Source: an optimization exercise on an open RTL-to-GDS flow (aim: small area, a short achievable clock period and few clock cycles per item). Production flows keep margins and buffers that such runs may drop. Power is estimated from default activity; no workload was simulated.

==> indigo <==
==> flow/design.v (excerpt) <==
module aging_sighting_table #(
  parameter int unsigned TABLE_DEPTH = TABLE_DEPTH_DEF
) (
  input  wire logic                clk_i,
  input  wire logic                rst_ni,
  input  wire logic                in_valid_i,
  output logic                     in_ready_o,
  input  wire logic [ACT_W-1:0]    in_action_i,
  input  wire logic [ID_W-1:0]     in_entity_id_i,
  input  wire logic                in_entity_kind_i,
  output logic                     out_valid_o,
  input  wire logic                out_ready_i,
  output logic [STATUS_W-1:0]      out_status_o,
  output logic [ID_W-1:0]          out_id_o,
  output logic                     out_kind_o,
  output logic                     out_item_valid_o,
  output logic [EVICT_W-1:0]       out_evicted_count_o,
  output logic                     out_last_o,
  input  wire logic                cfg_valid_i,
  output logic                     cfg_ready_o,
  input  wire logic [AGE_W-1:0]    cfg_age_limit_i
);
  logic [AGE_W-1:0] age_limit_q, age_limit_d;
  assign cfg_ready_o = 1'b1;
  assign age_limit_d = cfg_valid_i ? cfg_age_limit_i : age_limit_q;
  always_ff @(posedge clk_i or negedge rst_ni) begin
    if (!rst_ni) begin
      age_limit_q <= AGE_LIMIT_RST;
    end else begin
      age_limit_q <= age_limit_d;
    end
  end
  logic             main_v_q, skid_v_q;
  logic [ACT_W-1:0] main_act_q, skid_act_q;
  logic [ID_W-1:0]  main_id_q, skid_id_q;
  logic             main_kind_q, skid_kind_q;
  ...
Settings: LEC_CHECK=0, CAP_MARGIN=20, CORE_MARGIN=2, CORE_UTILIZATION=40, SLEW_MARGIN=20; clock period 8.0 ns.
run.sh (not shown) runs the stock make flow with config.mk's settings and CLKGATE_MAP_FILE= SYNTH_SCRIPT=/design/flow/synth_recipe.tcl, a recipe that flattens the netlist after the stock synthesis.
==> onyx: changes against indigo <==
--- a/flow/design.v
+++ b/flow/design.v
@@ -33,23 +33,26 @@
 `timescale 1ns / 1ps
 `default_nettype none
 import ast_pkg::*;
 module ast_engine #(
   parameter int unsigned TABLE_DEPTH = TABLE_DEPTH_DEF
 ) (
   input  wire logic             clk_i,
   input  wire logic             rst_ni,
-  input  wire logic             fire_i,
+  input  wire logic             main_v_i,       
+  input  wire logic             res_free_i,     
   input  wire logic [ACT_W-1:0] action_i,
   input  wire logic [ID_W-1:0]  entity_id_i,
   input  wire logic             entity_kind_i,
   input  wire logic [AGE_W-1:0] age_limit_i,    
-  input  wire logic [AGE_W-1:0] age_limit_d_i,  
-  output logic                  done_o,
+  input  wire logic             cfg_write_i,    
+  input  wire logic [AGE_W-1:0] cfg_limit_i,    
+  output logic                  take_o,         
+  output logic                  push_o,         
   output ast_pkg::res_t         res_o
 );
   localparam int unsigned D     = TABLE_DEPTH;
   localparam int unsigned IDX_W = $clog2(D);
   function automatic logic ge_f(input logic [AGE_W-1:0] a, input logic [AGE_W-1:0] b);
     logic c;
     c = 1'b1;
     for (int k = 0; k < AGE_W; k++) begin
@@ -66,30 +69,34 @@
     first_f = m & ~below;
   endfunction
   logic [D-1:0]     used_q;
   logic [ID_W-1:0]  key_q   [D];
   logic [D-1:0]     kind_q;
   logic [AGE_W-1:0] stamp_q [D];
   logic [D-1:0]     keep_q;
   logic [AGE_W-1:0] now_q, lo_q;
-  logic             lbusy_q;
+  logic             lbusy_q, lkind_q;
   logic [IDX_W-1:0] lpos_q;
-  logic is_ref, is_tick, is_list, is_clear;
-  assign is_ref   = (action_i == ACT_REFRESH);
-  assign is_tick  = (action_i == ACT_TICK);
-  assign is_list  = (action_i == ACT_LIST);
-  assign is_clear = (action_i == ACT_CLEAR);
+  logic is_ref, is_tick, is_list, is_clear, kind, fire, hold;
+  assign is_ref   = !lbusy_q && (action_i == ACT_REFRESH);
+  assign is_tick  = !lbusy_q && (action_i == ACT_TICK);
+  assign is_list  =  lbusy_q || (action_i == ACT_LIST);
+  assign is_clear = !lbusy_q && (action_i == ACT_CLEAR);
+  assign kind     = lbusy_q ? lkind_q : entity_kind_i;
+  assign fire   = main_v_i && res_free_i && !lbusy_q && !hold;
+  assign take_o = fire;
+  assign push_o = fire || (lbusy_q && res_free_i);
   logic [D-1:0] hit, kmatch, evict, lmatch, lfirst, ffree, wr;
   logic         hit_any, full, lany, lmore;
   logic [ID_W-1:0] lkey;
   logic [IDX_W-1:0] lidx;
   always_comb begin
     for (int i = 0; i < D; i++) begin
-      kmatch[i] = (kind_q[i] == entity_kind_i);
+      kmatch[i] = (kind_q[i] == kind);
       hit[i]    = used_q[i] && kmatch[i] && (key_q[i] == entity_id_i);
       evict[i]  = used_q[i] && !keep_q[i];
       lmatch[i] = used_q[i] && kmatch[i] && (!lbusy_q || (IDX_W'(i) >= lpos_q));
     end
   end
   assign hit_any = |hit;
   assign full    = &used_q;
   assign ffree   = first_f(~used_q);    
@@ -99,109 +106,125 @@
   always_comb begin
     lkey = '0;
     lidx = '0;
     for (int i = 0; i < D; i++) begin
       lkey = lkey | (key_q[i] & {ID_W{lfirst[i]}});
       lidx = lidx | (IDX_W'(i) & {IDX_W{lfirst[i]}});
     end
   end
-  logic [ID_W-1:0] evict_grp;
+  localparam int unsigned GRP_N = D / 4;
+  logic [3*GRP_N-1:0] evict_grp;
   always_comb begin
-    for (int g = 0; g < 4; g++) begin
-      logic [3:0] c;
-      c = '0;
-      for (int k = 0; k < 8; k++) begin
-        c = c + 4'(evict[8*g+k]);
-      end
-      evict_grp[4*g +: 4] = c;
+    for (int g = 0; g < GRP_N; g++) begin
+      evict_grp[3*g +: 3] = 3'(evict[4*g]) + 3'(evict[4*g+1])
+                          + 3'(evict[4*g+2]) + 3'(evict[4*g+3]);
     end
   end
-  assign done_o = !is_list || !lmore;
   always_comb begin
     res_o.status        = ST_DONE;
     res_o.out_id        = '0;
     res_o.out_kind      = 1'b0;
     res_o.item_valid    = 1'b0;
     res_o.evicted_count = '0;
     res_o.last          = 1'b1;
-    case (action_i)
+    case (lbusy_q ? ACT_LIST : action_i)
       ACT_REFRESH: begin
         res_o.status = hit_any ? ST_REFRESHED : (full ? ST_DROPPED : ST_INSERTED);
       end
       ACT_TICK: begin
-        res_o.out_id = evict_grp;
+        {res_o.out_kind, res_o.evicted_count, res_o.out_id} = evict_grp;
       end
       ACT_LIST: begin
         res_o.out_id     = lkey;
-        res_o.out_kind   = lany && entity_kind_i;
+        res_o.out_kind   = lany && kind;
         res_o.item_valid = lany;
         res_o.last       = !lmore;
       end
       default: begin
       end
     endcase
   end
   logic [D-1:0] used_d;
   always_comb begin
     used_d = used_q;
-    if (fire_i) begin
+    if (fire) begin
       if (is_ref && !hit_any) used_d = used_q | ffree;
       if (is_tick)            used_d = used_q & keep_q;
       if (is_clear)           used_d = '0;
     end
   end
-  assign wr = (fire_i && is_ref) ? (hit | ffree) : '0;
-  logic             tick_fire;
-  logic [AGE_W-1:0] lo_n, hi_n;
-  logic             wrap_n, nz;
+  assign wr = (fire && is_ref) ? (hit | ffree) : '0;
+  logic             tick_fire, nz, sw_busy_q;
+  logic             lstep;
+  logic [AGE_W-1:0] max_q, sw_q, sw_left_q, match;
   logic [D-1:0]     keep_d;
-  assign tick_fire = fire_i && is_tick;
-  assign lo_n      = tick_fire ? lo_q + AGE_W'(1) : lo_q;
-  assign hi_n      = tick_fire ? now_q + AGE_W'(1) : now_q;
-  assign wrap_n    = !ge_f(hi_n, lo_n);
+  assign tick_fire = fire && is_tick;
+  assign lstep     = push_o && is_list;
+  assign hold      = (action_i == ACT_TICK) && sw_busy_q;
   assign nz        = (age_limit_i != '0);
+  assign match     = sw_busy_q ? sw_q : lo_q;
   always_comb begin
     for (int i = 0; i < D; i++) begin
-      logic ge_lo, le_hi;
-      ge_lo = ge_f(stamp_q[i], lo_n);
-      le_hi = ge_f(hi_n, stamp_q[i]);
       if (wr[i]) begin
         keep_d[i] = nz;
+      end else if (cfg_write_i) begin
+        keep_d[i] = (cfg_limit_i != '0);
+      end else if ((tick_fire || sw_busy_q) && (stamp_q[i] == match)) begin
+        keep_d[i] = 1'b0;
       end else begin
-        keep_d[i] = nz && (wrap_n ? (ge_lo || le_hi) : (ge_lo && le_hi));
+        keep_d[i] = keep_q[i];
       end
     end
   end
   always_ff @(posedge clk_i or negedge rst_ni) begin
     if (!rst_ni) begin
-      used_q  <= '0;
-      lbusy_q <= 1'b0;
-      now_q   <= '0;
-      lo_q    <= AGE_W'(1) - AGE_LIMIT_RST;
+      used_q    <= '0;
+      lbusy_q   <= 1'b0;
+      now_q     <= '0;
+      lo_q      <= AGE_W'(1) - AGE_LIMIT_RST;
+      max_q     <= '0;
+      sw_busy_q <= 1'b0;
     end else begin
       used_q <= used_d;
-      if (fire_i && is_list) begin
+      if (lstep) begin
         lbusy_q <= lmore;
       end
       if (tick_fire) begin
         now_q <= now_q + AGE_W'(1);
+        lo_q  <= lo_q + AGE_W'(1);
+        max_q <= age_limit_i;
+      end
+      if (cfg_write_i) begin
+        lo_q      <= now_q - cfg_limit_i + AGE_W'(1);
+        sw_busy_q <= (cfg_limit_i != '0) && ge_f(max_q, cfg_limit_i);
+      end else if (sw_busy_q && (sw_left_q == '0)) begin
+        sw_busy_q <= 1'b0;
       end
-      lo_q <= hi_n - age_limit_d_i + AGE_W'(1);
+    end
+  end
+  always_ff @(posedge clk_i) begin
+    if (cfg_write_i) begin
+      sw_q      <= now_q - cfg_limit_i;
+      sw_left_q <= max_q - cfg_limit_i;
+    end else begin
+      sw_q      <= sw_q - AGE_W'(1);
+      sw_left_q <= sw_left_q - AGE_W'(1);
     end
   end
   always_ff @(posedge clk_i) begin
     keep_q <= keep_d;
-    if (fire_i && is_list) begin
-      lpos_q <= lidx + IDX_W'(1);
+    if (lstep) begin
+      lpos_q  <= lidx + IDX_W'(1);
+      lkind_q <= kind;
     end
   end
   for (genvar i = 0; i < D; i++) begin : g_slot
     always_ff @(posedge clk_i) begin
-      if (fire_i && is_ref && ffree[i]) begin
+      if (fire && is_ref && ffree[i]) begin
         key_q[i]  <= entity_id_i;
         kind_q[i] <= entity_kind_i;
       end
       if (wr[i]) begin
         stamp_q[i] <= now_q;
       end
     end
   end
@@ -227,39 +250,37 @@
   output logic                     out_kind_o,
   output logic                     out_item_valid_o,
   output logic [EVICT_W-1:0]       out_evicted_count_o,
   output logic                     out_last_o,
   input  wire logic                cfg_valid_i,
   output logic                     cfg_ready_o,
   input  wire logic [AGE_W-1:0]    cfg_age_limit_i
 );
-  logic [AGE_W-1:0] age_limit_q, age_limit_d;
+  logic [AGE_W-1:0] age_limit_q;
   assign cfg_ready_o = 1'b1;
-  assign age_limit_d = cfg_valid_i ? cfg_age_limit_i : age_limit_q;
   always_ff @(posedge clk_i or negedge rst_ni) begin
     if (!rst_ni) begin
       age_limit_q <= AGE_LIMIT_RST;
-    end else begin
-      age_limit_q <= age_limit_d;
+    end else if (cfg_valid_i) begin
+      age_limit_q <= cfg_age_limit_i;
     end
   end
   logic             main_v_q, skid_v_q;
   logic [ACT_W-1:0] main_act_q, skid_act_q;
   logic [ID_W-1:0]  main_id_q, skid_id_q;
   logic             main_kind_q, skid_kind_q;
-  logic             in_fire, main_free, fire, done;
+  logic             in_fire, main_free, take, push;
   logic             res_v_q, out_valid_q, res_free, out_free;
   ast_pkg::res_t    res_q, out_q, res;
   assign in_ready_o = !skid_v_q;
   assign in_fire    = in_valid_i && !skid_v_q;
   assign out_free   = !out_valid_q || out_ready_i;
   assign res_free   = !res_v_q || out_free;
-  assign fire       = main_v_q && res_free;
-  assign main_free  = !main_v_q || (fire && done);
+  assign main_free  = !main_v_q || take;
   always_ff @(posedge clk_i or negedge rst_ni) begin
     if (!rst_ni) begin
       main_v_q <= 1'b0;
       skid_v_q <= 1'b0;
     end else begin
       if (main_free) begin
         main_v_q <= skid_v_q || in_fire;
       end
@@ -282,45 +303,53 @@
       skid_kind_q <= in_entity_kind_i;
     end
   end
   ast_engine #(
     .TABLE_DEPTH(TABLE_DEPTH)
   ) u_engine (
     .clk_i        (clk_i),
     .rst_ni       (rst_ni),
-    .fire_i       (fire),
+    .main_v_i     (main_v_q),
+    .res_free_i   (res_free),
     .action_i     (main_act_q),
     .entity_id_i  (main_id_q),
     .entity_kind_i(main_kind_q),
     .age_limit_i  (age_limit_q),
-    .age_limit_d_i(age_limit_d),
-    .done_o       (done),
+    .cfg_write_i  (cfg_valid_i),
+    .cfg_limit_i  (cfg_age_limit_i),
+    .take_o       (take),
+    .push_o       (push),
     .res_o        (res)
   );
   always_ff @(posedge clk_i or negedge rst_ni) begin
     if (!rst_ni) begin
       res_v_q     <= 1'b0;
       out_valid_q <= 1'b0;
     end else begin
       if (res_free) begin
-        res_v_q <= fire;
+        res_v_q <= push;
       end
       if (out_free) begin
         out_valid_q <= res_v_q;
       end
     end
   end
   ast_pkg::res_t res_fin;
   always_comb begin
     res_fin = res_q;
     if (!res_q.item_valid) begin
+      logic [23:0] grp;
+      grp = {res_q.out_kind, res_q.evicted_count, res_q.out_id};
       res_fin.out_id        = '0;
-      res_fin.evicted_count = EVICT_W'(res_q.out_id[3:0]) + EVICT_W'(res_q.out_id[7:4])
-                            + EVICT_W'(res_q.out_id[11:8]) + EVICT_W'(res_q.out_id[15:12]);
+      res_fin.out_kind      = 1'b0;
+      res_fin.evicted_count = '0;
+      for (int g = 0; g < 8; g++) begin
+        res_fin.evicted_count = res_fin.evicted_count + EVICT_W'(grp[3*g +: 3]);
+      end
     end
   end
   always_ff @(posedge clk_i) begin
     if (res_free) begin
       res_q <= res;
     end
     if (out_free) begin
       out_q <= res_fin;
==> flow/config.mk (replaced) <==
export PLATFORM = sky130hd
export DESIGN_NAME = aging_sighting_table
export DESIGN_NICKNAME = aging_sighting_table
export VERILOG_FILES = /design/flow/design.v
export SDC_FILE = /design/flow/constraint.sdc
export NUM_CORES = 4
export LEC_CHECK = 0
export CAP_MARGIN = 20
export CORE_MARGIN = 2
export CORE_UTILIZATION = 55
export CTS_BUF_LIST = sky130_fd_sc_hd__clkbuf_4 sky130_fd_sc_hd__clkbuf_8
export SETUP_SLACK_MARGIN = 4.5
export SLEW_MARGIN = 20
==> nickel: changes against indigo <==
--- a/flow/design.v
+++ b/flow/design.v
@@ -38,17 +38,19 @@
 ) (
   input  wire logic             clk_i,
   input  wire logic             rst_ni,
   input  wire logic             fire_i,
   input  wire logic [ACT_W-1:0] action_i,
   input  wire logic [ID_W-1:0]  entity_id_i,
   input  wire logic             entity_kind_i,
   input  wire logic [AGE_W-1:0] age_limit_i,    
-  input  wire logic [AGE_W-1:0] age_limit_d_i,  
+  input  wire logic             cfg_write_i,    
+  input  wire logic [AGE_W-1:0] cfg_limit_i,    
+  output logic                  hold_o,         
   output logic                  done_o,
   output ast_pkg::res_t         res_o
 );
   localparam int unsigned D     = TABLE_DEPTH;
   localparam int unsigned IDX_W = $clog2(D);
   function automatic logic ge_f(input logic [AGE_W-1:0] a, input logic [AGE_W-1:0] b);
     logic c;
     c = 1'b1;
@@ -145,52 +147,69 @@
     used_d = used_q;
     if (fire_i) begin
       if (is_ref && !hit_any) used_d = used_q | ffree;
       if (is_tick)            used_d = used_q & keep_q;
       if (is_clear)           used_d = '0;
     end
   end
   assign wr = (fire_i && is_ref) ? (hit | ffree) : '0;
-  logic             tick_fire;
-  logic [AGE_W-1:0] lo_n, hi_n;
-  logic             wrap_n, nz;
+  logic             tick_fire, nz, sw_busy_q;
+  logic [AGE_W-1:0] max_q, sw_q, sw_left_q, match;
   logic [D-1:0]     keep_d;
   assign tick_fire = fire_i && is_tick;
-  assign lo_n      = tick_fire ? lo_q + AGE_W'(1) : lo_q;
-  assign hi_n      = tick_fire ? now_q + AGE_W'(1) : now_q;
-  assign wrap_n    = !ge_f(hi_n, lo_n);
+  assign hold_o    = is_tick && sw_busy_q;
   assign nz        = (age_limit_i != '0);
+  assign match     = sw_busy_q ? sw_q : lo_q;
   always_comb begin
     for (int i = 0; i < D; i++) begin
-      logic ge_lo, le_hi;
-      ge_lo = ge_f(stamp_q[i], lo_n);
-      le_hi = ge_f(hi_n, stamp_q[i]);
       if (wr[i]) begin
         keep_d[i] = nz;
+      end else if (cfg_write_i) begin
+        keep_d[i] = (cfg_limit_i != '0);
+      end else if ((tick_fire || sw_busy_q) && (stamp_q[i] == match)) begin
+        keep_d[i] = 1'b0;
       end else begin
-        keep_d[i] = nz && (wrap_n ? (ge_lo || le_hi) : (ge_lo && le_hi));
+        keep_d[i] = keep_q[i];
       end
     end
   end
   always_ff @(posedge clk_i or negedge rst_ni) begin
     if (!rst_ni) begin
-      used_q  <= '0;
-      lbusy_q <= 1'b0;
-      now_q   <= '0;
-      lo_q    <= AGE_W'(1) - AGE_LIMIT_RST;
+      used_q    <= '0;
+      lbusy_q   <= 1'b0;
+      now_q     <= '0;
+      lo_q      <= AGE_W'(1) - AGE_LIMIT_RST;
+      max_q     <= '0;
+      sw_busy_q <= 1'b0;
     end else begin
       used_q <= used_d;
       if (fire_i && is_list) begin
         lbusy_q <= lmore;
       end
       if (tick_fire) begin
         now_q <= now_q + AGE_W'(1);
+        lo_q  <= lo_q + AGE_W'(1);
+        max_q <= age_limit_i;
       end
-      lo_q <= hi_n - age_limit_d_i + AGE_W'(1);
+      if (cfg_write_i) begin
+        lo_q      <= now_q - cfg_limit_i + AGE_W'(1);
+        sw_busy_q <= (cfg_limit_i != '0) && ge_f(max_q, cfg_limit_i);
+      end else if (sw_busy_q && (sw_left_q == '0)) begin
+        sw_busy_q <= 1'b0;
+      end
+    end
+  end
+  always_ff @(posedge clk_i) begin
+    if (cfg_write_i) begin
+      sw_q      <= now_q - cfg_limit_i;
+      sw_left_q <= max_q - cfg_limit_i;
+    end else begin
+      sw_q      <= sw_q - AGE_W'(1);
+      sw_left_q <= sw_left_q - AGE_W'(1);
     end
   end
   always_ff @(posedge clk_i) begin
     keep_q <= keep_d;
     if (fire_i && is_list) begin
       lpos_q <= lidx + IDX_W'(1);
     end
   end
@@ -227,38 +246,37 @@
   output logic                     out_kind_o,
   output logic                     out_item_valid_o,
   output logic [EVICT_W-1:0]       out_evicted_count_o,
   output logic                     out_last_o,
   input  wire logic                cfg_valid_i,
   output logic                     cfg_ready_o,
   input  wire logic [AGE_W-1:0]    cfg_age_limit_i
 );
-  logic [AGE_W-1:0] age_limit_q, age_limit_d;
+  logic [AGE_W-1:0] age_limit_q;
   assign cfg_ready_o = 1'b1;
-  assign age_limit_d = cfg_valid_i ? cfg_age_limit_i : age_limit_q;
   always_ff @(posedge clk_i or negedge rst_ni) begin
     if (!rst_ni) begin
       age_limit_q <= AGE_LIMIT_RST;
-    end else begin
-      age_limit_q <= age_limit_d;
+    end else if (cfg_valid_i) begin
+      age_limit_q <= cfg_age_limit_i;
     end
   end
   logic             main_v_q, skid_v_q;
   logic [ACT_W-1:0] main_act_q, skid_act_q;
   logic [ID_W-1:0]  main_id_q, skid_id_q;
   logic             main_kind_q, skid_kind_q;
-  logic             in_fire, main_free, fire, done;
+  logic             in_fire, main_free, fire, done, hold;
   logic             res_v_q, out_valid_q, res_free, out_free;
   ast_pkg::res_t    res_q, out_q, res;
   assign in_ready_o = !skid_v_q;
   assign in_fire    = in_valid_i && !skid_v_q;
   assign out_free   = !out_valid_q || out_ready_i;
   assign res_free   = !res_v_q || out_free;
-  assign fire       = main_v_q && res_free;
+  assign fire       = main_v_q && res_free && !hold;
   assign main_free  = !main_v_q || (fire && done);
   always_ff @(posedge clk_i or negedge rst_ni) begin
     if (!rst_ni) begin
       main_v_q <= 1'b0;
       skid_v_q <= 1'b0;
     end else begin
       if (main_free) begin
         main_v_q <= skid_v_q || in_fire;
@@ -287,17 +305,19 @@
   ) u_engine (
     .clk_i        (clk_i),
     .rst_ni       (rst_ni),
     .fire_i       (fire),
     .action_i     (main_act_q),
     .entity_id_i  (main_id_q),
     .entity_kind_i(main_kind_q),
     .age_limit_i  (age_limit_q),
-    .age_limit_d_i(age_limit_d),
+    .cfg_write_i  (cfg_valid_i),
+    .cfg_limit_i  (cfg_age_limit_i),
+    .hold_o       (hold),
     .done_o       (done),
     .res_o        (res)
   );
   always_ff @(posedge clk_i or negedge rst_ni) begin
     if (!rst_ni) begin
       res_v_q     <= 1'b0;
       out_valid_q <= 1'b0;
     end else begin
==> flow/config.mk (replaced) <==
export PLATFORM = sky130hd
export DESIGN_NAME = aging_sighting_table
export DESIGN_NICKNAME = aging_sighting_table
export VERILOG_FILES = /design/flow/design.v
export SDC_FILE = /design/flow/constraint.sdc
export NUM_CORES = 4
export LEC_CHECK = 0
export CAP_MARGIN = 20
export CORE_MARGIN = 2
export CORE_UTILIZATION = 40
export SETUP_SLACK_MARGIN = 4.5
export SLEW_MARGIN = 20
==> comparison <==
Synthesized cell count: indigo > onyx > nickel.
Against nickel, the total power of indigo is higher by about 11%.
The lowest utilization belongs to indigo, the highest to onyx.
Between onyx and nickel, the lower clock skew is in nickel (gap 0.0054 ns).
Against indigo, the combinational power of onyx is smaller by 19%.
Critical path depth is the same in indigo and onyx.
Via count: indigo > onyx > nickel.
Maximum frequency, lowest first: indigo, nickel, onyx.
In indigo the sequential power is larger than in nickel, by about 5%.
The lowest hold slack belongs to indigo, the highest to nickel.
Clock power, lowest first: onyx, indigo, nickel.
No functional check of the RTL was part of any run of this note.

port drivers added, routing unchanged:
How much do the figures lean on ideal ports? The routed layouts below were timed once more, with nothing changed but the port constraints.
Step 1: set_driving_cell puts a clkbuf_16 on clk_i and a buf_2 on each other input, an assumption about the parent block.
Step 2 also shifts input and output timing later by t, the mid clock arrival at the registers, as if the neighbouring blocks saw the same clock.
Three values: ideal ports, drivers, drivers and shift; two values: the first two.
| run | t, ns | slack for setup (ns) | slew at the worst register clock pin (ns) | worst data-port slew with drivers (ns) |
|---|---|---|---|---|
| indigo | 0.826 | 1.898 / 1.948 / 1.122 | 0.07 / 0.07 | 0.04 |
| onyx | 0.939 | 3.954 / 3.954 / 3.604 | 0.07 / 0.07 | 0.05 |
| nickel | 0.788 | 3.205 / 3.205 / 3.205 | 0.07 / 0.07 | 0.05 |
After both steps setup and hold are still met in every run listed. The setup slack of indigo, which loses most, moves by +0.050 ns with the drivers and by -0.776 ns with both steps.
